Context: an optimization exercise on an open-source flow, tuned for small area, a short achievable clock period and few clock cycles. The choices shown serve that exercise and are no tape-out recipe.
RTL that was checked went through simulation tests only; none was proved equivalent to the original.
No activity file was given, so power comes from the tool's default toggle rates.

==> v22: inputs <==
==> flow/design.v <==
`timescale 1ns/1ps
`default_nettype none
module lc4_add16 (
  input  wire [15:0] i_a,
  input  wire [15:0] i_b,
  input  wire        i_cin,
  output wire [15:0] o_sum,
  output wire [15:0] o_carry    
);
  wire [15:0] p = i_a ^ i_b;
  wire [15:0] g0 = i_a & i_b;
  wire [15:0] gl [0:4];
  wire [15:0] pl [0:4];
  assign gl[0] = {g0[15:1], g0[0] | (p[0] & i_cin)};
  assign pl[0] = p;
  genvar k, i;
  generate
    for (k = 0; k < 4; k = k + 1) begin : lvl
      for (i = 0; i < 16; i = i + 1) begin : bit_
        if (i >= (1 << k)) begin : comb
          assign gl[k+1][i] = gl[k][i] | (pl[k][i] & gl[k][i-(1<<k)]);
          assign pl[k+1][i] = pl[k][i] & pl[k][i-(1<<k)];
        end else begin : pass
          assign gl[k+1][i] = gl[k][i];
          assign pl[k+1][i] = pl[k][i];
        end
      end
    end
  endgenerate
  assign o_carry = {gl[4][14:0], i_cin};
  assign o_sum   = p ^ o_carry;
endmodule
`default_nettype wire
`timescale 1ns/1ps
`default_nettype none
module lc4_core (
  input  wire        gwe,
  input  wire        i_rst_n,
  input  wire [15:0] i_imem_data,
  output wire [15:0] o_imem_addr,
  output wire        o_retire_valid,
  output wire [15:0] o_retire_pc,
  output wire [15:0] o_retire_insn,
  output wire        o_retire_regfile_we,
  output wire [2:0]  o_retire_wsel,
  output wire [15:0] o_retire_result,
  output wire        o_retire_nzp_we,
  output wire [2:0]  o_retire_nzp
);
  localparam [15:0] rst_pc = 16'h8200;
  reg  [15:0] regs [0:7];
  reg  [15:0] seq_q;
  reg  [15:0] tgt_q;
  reg         taken_q;
  reg         x_valid;
  reg  [15:0] x_insn;
  reg  [15:0] x_a;        
  reg  [15:0] x_b;        
  reg         x_sub;
  reg         r_valid;
  reg  [15:0] r_pc;
  reg  [15:0] r_insn;
  reg  [15:0] r_result;
  reg  [2:0]  nzp_q;      
  function automatic writes_f(input [15:0] w);
    writes_f = w[15:12] == 4'b1001 || w[15:12] == 4'b0101 ||
               (w[15:12] == 4'b0001 && (w[5] || !w[3]));
  endfunction
  function automatic [2:0] nzp_f(input [15:0] v);
    nzp_f = v[15] ? 3'b100 : (v == 16'd0) ? 3'b010 : 3'b001;
  endfunction
  wire       r_writes = r_valid && writes_f(r_insn);
  wire [2:0] r_nzp    = nzp_f(r_result);
  wire [2:0] nzp_r    = r_writes ? r_nzp : nzp_q;   
  wire        x_writes = writes_f(x_insn);
  wire        x_logic  = x_insn[15:12] == 4'b0101;
  wire        x_const  = x_insn[15:12] == 4'b1001;
  wire [1:0]  x_lop    = x_insn[5] ? 2'b00 : x_insn[4:3];   
  wire [2:0]  x_cnzp   = nzp_f(x_b);                        
  wire [15:0] a = x_a;
  wire [15:0] b = x_b;
  wire [15:0] sum, carry;
  lc4_add16 u_add (.i_a(a), .i_b(b), .i_cin(x_sub), .o_sum(sum), .o_carry(carry));
  reg  [15:0] logic_v;
  reg         z_logic;
  reg         n_logic;
  always @(*) begin
    case (x_lop)
      2'b00:   begin logic_v = a & b; z_logic = ~|(a & b);   n_logic = a[15] & b[15]; end
      2'b01:   begin logic_v = ~a;    z_logic = &a;          n_logic = ~a[15];        end
      2'b10:   begin logic_v = a | b; z_logic = ~|(a | b);   n_logic = a[15] | b[15]; end
      default: begin logic_v = a ^ b; z_logic = a == b;      n_logic = a[15] ^ b[15]; end
    endcase
  end
  wire        x_add   = !x_const && !x_logic;
  wire [15:0] x_oth   = x_const ? x_b : logic_v;    
  wire [15:0] result  = x_add ? sum : x_oth;
  wire [15:0] p     = a ^ b;
  wire [15:0] o     = a | b;
  wire        z_add = &(p ~^ {o[14:0], x_sub});
  wire [15:0] fa   = taken_q ? tgt_q : seq_q;
  wire [15:0] insn = i_imem_data;
  wire [3:0]  op   = insn[15:12];
  wire [2:0]  m    = insn[11:9];    
  wire [15:0] imm5 = {{11{insn[4]}}, insn[4:0]};
  wire [15:0] imm9 = {{7{insn[8]}}, insn[8:0]};
  wire [2:0]  r_rd = r_insn[11:9];
  wire [2:0]  x_rd = x_insn[11:9];
  wire        x_wr = x_valid && x_writes;
  wire        f_sub   = op == 4'b0001 && !insn[5] && insn[4:3] == 2'b10;
  wire        f_const = op == 4'b1001;
  wire        r_hit_a = r_writes && r_rd == insn[8:6];
  wire        r_hit_b = r_writes && r_rd == insn[2:0];
  wire        x_hit_a = x_wr && x_rd == insn[8:6];
  wire        x_hit_b = x_wr && x_rd == insn[2:0];
  wire        b_imm   = f_const || insn[5];
  wire        sa_reg  = !x_hit_a && !r_hit_a;
  wire        sa_r    = !x_hit_a && r_hit_a;
  wire        sa_sum  = x_hit_a && x_add;
  wire        sa_oth  = x_hit_a && !x_add;
  wire        sb_reg  = !b_imm && !x_hit_b && !r_hit_b;
  wire        sb_r    = !b_imm && !x_hit_b && r_hit_b;
  wire        sb_sum  = !b_imm && x_hit_b && x_add;
  wire        sb_oth  = !b_imm && x_hit_b && !x_add;
  wire [15:0] fsub16  = {16{f_sub}};
  wire [15:0] sum_x   = (p ^ fsub16) ^ carry;     
  wire [15:0] a_next  = ({16{sa_reg}} & regs[insn[8:6]]) | ({16{sa_r}} & r_result) |
                        ({16{sa_sum}} & sum) | ({16{sa_oth}} & x_oth);
  wire [15:0] b_next  = ({16{b_imm}} & (f_const ? imm9 : imm5)) |
                        ({16{sb_reg}} & (regs[insn[2:0]] ^ fsub16)) |
                        ({16{sb_r}} & (r_result ^ fsub16)) |
                        ({16{sb_sum}} & sum_x) | ({16{sb_oth}} & (x_oth ^ fsub16));
  wire hit_add   = sum[15] ? m[2] : z_add ? m[1] : m[0];
  wire hit_logic = n_logic ? m[2] : z_logic ? m[1] : m[0];
  wire hit_const = |(m & x_cnzp);
  wire hit_r     = |(m & nzp_r);
  wire hit_x     = x_const ? hit_const : x_logic ? hit_logic : hit_add;
  wire f_taken   = op == 4'b0000 && (x_wr ? hit_x : hit_r);
  wire [9:0]  tgt_lo = {1'b0, fa[8:0]} + {1'b0, imm9[8:0]} + 10'd1;
  wire [6:0]  hi_up, hi_dn;
  wire [15:0] fa_inc, seq_dec, hi_up16, hi_dn16;
  lc4_add16 u_inc (.i_a(fa),    .i_b(16'd0),    .i_cin(1'b1), .o_sum(fa_inc));
  lc4_add16 u_dec (.i_a(seq_q), .i_b(16'hffff), .i_cin(1'b0), .o_sum(seq_dec));
  lc4_add16 u_up  (.i_a({9'd0, fa[15:9]}), .i_b(16'd0),    .i_cin(1'b1), .o_sum(hi_up16));
  lc4_add16 u_dn  (.i_a({9'd0, fa[15:9]}), .i_b(16'hffff), .i_cin(1'b0), .o_sum(hi_dn16));
  assign hi_up = hi_up16[6:0];
  assign hi_dn = hi_dn16[6:0];
  wire [6:0]  tgt_hi = (tgt_lo[9] == insn[8]) ? fa[15:9] : tgt_lo[9] ? hi_up : hi_dn;
  assign o_imem_addr = fa;
  wire [15:0] wd = i_rst_n ? r_result : 16'd0;   
  integer i;
  always @(posedge gwe) begin
    for (i = 0; i < 8; i = i + 1)
      if (!i_rst_n || (r_writes && r_rd == i)) regs[i] <= wd;
  end
  always @(posedge gwe) begin
    if (!i_rst_n) begin
      seq_q   <= rst_pc;
      taken_q <= 1'b0;
      x_valid <= 1'b0;
      r_valid <= 1'b0;
      nzp_q   <= 3'b000;
    end else begin
      seq_q   <= fa_inc;
      taken_q <= f_taken;
      x_valid <= 1'b1;
      r_valid <= x_valid;
      nzp_q   <= nzp_r;
    end
  end
  always @(posedge gwe) begin
    tgt_q    <= {tgt_hi, tgt_lo[8:0]};
    x_insn   <= insn;
    x_a      <= a_next;
    x_b      <= b_next;
    x_sub    <= f_sub;
    r_pc     <= seq_dec;   
    r_insn   <= x_insn;
    r_result <= result;
  end
  assign o_retire_valid      = r_valid;
  assign o_retire_pc         = r_pc;
  assign o_retire_insn       = r_insn;
  assign o_retire_regfile_we = writes_f(r_insn);
  assign o_retire_wsel       = r_insn[11:9];
  assign o_retire_result     = r_result;
  assign o_retire_nzp_we     = writes_f(r_insn);
  assign o_retire_nzp        = r_nzp;
endmodule
`default_nettype wire
==> flow/run.sh <==
#!/bin/bash
# synth_recipe.tcl (not shown) runs the flow's synth.tcl, then flattens the netlist and writes it again
# the make line also repeats each setting of config.mk as NAME=value (left out here)
make -C /OpenROAD-flow-scripts/flow DESIGN_CONFIG=/design/flow/config.mk WORK_HOME=/design/flow/orfs CLKGATE_MAP_FILE= SYNTH_SCRIPT=/design/flow/synth_recipe.tcl finish
==> flow/config.mk <==
export PLATFORM = sky130hd
export DESIGN_NAME = lc4_core
export DESIGN_NICKNAME = lc4_core
export VERILOG_FILES = /design/flow/design.v
export SDC_FILE = /design/flow/constraint.sdc
export NUM_CORES = 4
export LEC_CHECK = 0
export CAP_MARGIN = 20
export CORE_MARGIN = 2
export CORE_UTILIZATION = 40
export CTS_BUF_LIST = sky130_fd_sc_hd__clkbuf_4 sky130_fd_sc_hd__clkbuf_8
export SETUP_SLACK_MARGIN = 2.0
export SLEW_MARGIN = 20
==> flow/constraint.sdc <==
create_clock -name core_clock -period 4.6 [get_ports {gwe}]
set_input_delay 0.9200 -clock core_clock [delete_from_list [all_inputs] [get_ports {gwe}]]
set_output_delay 0.9200 -clock core_clock [all_outputs]
set_load 0.01 [all_outputs]
==> v19: changes against v22 <==
--- a/flow/design.v
+++ b/flow/design.v
@@ -5,6 +5,5 @@
   input  wire [15:0] i_b,
   input  wire        i_cin,
-  output wire [15:0] o_sum,
-  output wire [15:0] o_carry    
+  output wire [15:0] o_sum
 );
   wire [15:0] p = i_a ^ i_b;
@@ -28,6 +27,5 @@
     end
   endgenerate
-  assign o_carry = {gl[4][14:0], i_cin};
-  assign o_sum   = p ^ o_carry;
+  assign o_sum = p ^ {gl[4][14:0], i_cin};
 endmodule
 `default_nettype wire
@@ -80,6 +78,6 @@
   wire [15:0] a = x_a;
   wire [15:0] b = x_b;
-  wire [15:0] sum, carry;
-  lc4_add16 u_add (.i_a(a), .i_b(b), .i_cin(x_sub), .o_sum(sum), .o_carry(carry));
+  wire [15:0] sum;
+  lc4_add16 u_add (.i_a(a), .i_b(b), .i_cin(x_sub), .o_sum(sum));
   reg  [15:0] logic_v;
   reg         z_logic;
@@ -93,7 +91,5 @@
     endcase
   end
-  wire        x_add   = !x_const && !x_logic;
-  wire [15:0] x_oth   = x_const ? x_b : logic_v;    
-  wire [15:0] result  = x_add ? sum : x_oth;
+  wire [15:0] result = x_const ? x_b : x_logic ? logic_v : sum;
   wire [15:0] p     = a ^ b;
   wire [15:0] o     = a | b;
@@ -108,27 +104,12 @@
   wire [2:0]  x_rd = x_insn[11:9];
   wire        x_wr = x_valid && x_writes;
+  wire [15:0] rs_v = (r_writes && r_rd == insn[8:6]) ? r_result : regs[insn[8:6]];
+  wire [15:0] rt_v = (r_writes && r_rd == insn[2:0]) ? r_result : regs[insn[2:0]];
   wire        f_sub   = op == 4'b0001 && !insn[5] && insn[4:3] == 2'b10;
   wire        f_const = op == 4'b1001;
-  wire        r_hit_a = r_writes && r_rd == insn[8:6];
-  wire        r_hit_b = r_writes && r_rd == insn[2:0];
-  wire        x_hit_a = x_wr && x_rd == insn[8:6];
-  wire        x_hit_b = x_wr && x_rd == insn[2:0];
-  wire        b_imm   = f_const || insn[5];
-  wire        sa_reg  = !x_hit_a && !r_hit_a;
-  wire        sa_r    = !x_hit_a && r_hit_a;
-  wire        sa_sum  = x_hit_a && x_add;
-  wire        sa_oth  = x_hit_a && !x_add;
-  wire        sb_reg  = !b_imm && !x_hit_b && !r_hit_b;
-  wire        sb_r    = !b_imm && !x_hit_b && r_hit_b;
-  wire        sb_sum  = !b_imm && x_hit_b && x_add;
-  wire        sb_oth  = !b_imm && x_hit_b && !x_add;
-  wire [15:0] fsub16  = {16{f_sub}};
-  wire [15:0] sum_x   = (p ^ fsub16) ^ carry;     
-  wire [15:0] a_next  = ({16{sa_reg}} & regs[insn[8:6]]) | ({16{sa_r}} & r_result) |
-                        ({16{sa_sum}} & sum) | ({16{sa_oth}} & x_oth);
-  wire [15:0] b_next  = ({16{b_imm}} & (f_const ? imm9 : imm5)) |
-                        ({16{sb_reg}} & (regs[insn[2:0]] ^ fsub16)) |
-                        ({16{sb_r}} & (r_result ^ fsub16)) |
-                        ({16{sb_sum}} & sum_x) | ({16{sb_oth}} & (x_oth ^ fsub16));
+  wire        byp_a   = x_wr && x_rd == insn[8:6];
+  wire        byp_b   = x_wr && x_rd == insn[2:0] && !insn[5] && !f_const;
+  wire [15:0] a_next  = byp_a ? result : rs_v;
+  wire [15:0] b_next  = byp_b ? result : f_const ? imm9 : insn[5] ? imm5 : rt_v;
   wire hit_add   = sum[15] ? m[2] : z_add ? m[1] : m[0];
   wire hit_logic = n_logic ? m[2] : z_logic ? m[1] : m[0];
@@ -173,5 +154,5 @@
     x_insn   <= insn;
     x_a      <= a_next;
-    x_b      <= b_next;
+    x_b      <= b_next ^ {16{f_sub}};
     x_sub    <= f_sub;
     r_pc     <= seq_dec;   
==> flow/flow/run.sh (new file) <==
#!/bin/bash
# The standard layout, with buf_2 as the cell that buffers each input and output
# port (the default picks a delay cell). Everything else is the standard.sh.
set -euo pipefail
export BUFFER_PORTS_ARGS="-buffer_cell sky130_fd_sc_hd__buf_2"
bash standard.sh > standard.log 2>&1
==> flow/standard.sh (new file) <==
#!/bin/bash
# synth_recipe.tcl (not shown) runs the flow's synth.tcl, then flattens the netlist and writes it again
# the make line also repeats each setting of config.mk as NAME=value (left out here)
make -C /OpenROAD-flow-scripts/flow DESIGN_CONFIG=/design/flow/config.mk WORK_HOME=/design/flow/orfs CLKGATE_MAP_FILE= SYNTH_SCRIPT=/design/flow/synth_recipe.tcl "${@:-finish}"
- CORE_UTILIZATION: 40 -> 55
- CTS_BUF_LIST: sky130_fd_sc_hd__clkbuf_4 sky130_fd_sc_hd__clkbuf_8 -> sky130_fd_sc_hd__clkbuf_8 sky130_fd_sc_hd__clkbuf_16
- CTS_CLUSTER_DIAMETER: unset -> 80
- CTS_CLUSTER_SIZE: unset -> 24
- GPL_TIMING_DRIVEN: unset -> 0
- TNS_END_PERCENT: unset -> 0
removed: flow/run.sh
==> run notes <==
                                                                              v19                      v22
Outcome                                                   complete, no violations  complete, no violations
Total combinational power                                               0.00226 W                0.00257 W
Sequential fraction of total cell area                                      39.6%                    35.8%
Clock period minus final worst setup slack                                2770 ps                  2760 ps
Part of the power in registers                                              46.5%                    41.3%
Internal power summed over all cells                                    0.00455 W                0.00532 W
Proportion of total power due to net switching                              35.6%                    34.8%
Wire length the detailed router placed on met1                           19000 µm                 20700 µm
Mux cell area share after synthesis                                         6.76%                    10.1%
Fraction of area in clock buffers and inverters                             3.02%                    5.08%
Fraction of the cycle the final worst path needs                            60.3%                    60.1%
Worst-case setup slack after placement                                     650 ps                   726 ps
Worst setup path endpoint                                         o_retire_nzp[0]      o_retire_regfile_we
Final-layout fill cell count                                                 2096                     3245
Count of cells along the worst register-to-register path                       13                       11
Combinational share of power                                                32.0%                    31.5%
Switching power                                                         0.00251 W                0.00284 W
Testbench counts of v19, summed over its fixed seeds: cycles 24,008.
The RTL of v22 was laid out without a check of its function.

==> re-timing with driven ports <==
No port has a modelled driver above. Below, the same layouts with a new extraction and two added sets of constraints. Step 1, drivers: a clkbuf_16 drives gwe and a buf_2 each remaining input, both assumed. Step 2, shift: input delay + t, output delay - t, t = (earliest + latest rising clock arrival at the registers) / 2. This alone moves slack from input paths to output paths. a / b / c = ideal / step 1 / step 2; a / b = the first two.
| run | shift t [ns] | slack for setup (ns) | worst hold slack (ns) | clock arrival spread, ns | worst register clock-pin slew, ns |
|---|---|---|---|---|---|
| v22 | 0.629 | 1.837 / 1.785 / 1.447 | 0.328 / 0.328 / 0.328 | 0.034 / 0.033 | 0.07 / 0.07 |
| v19 | 0.554 | 1.826 / 1.774 / 1.305 | 0.335 / 0.335 / 0.335 | 0.040 / 0.041 | 0.10 / 0.10 |
After both steps setup and hold are still met in every run listed. The setup slack of v19, which loses most, moves by -0.052 ns with the drivers and by -0.521 ns with both steps.
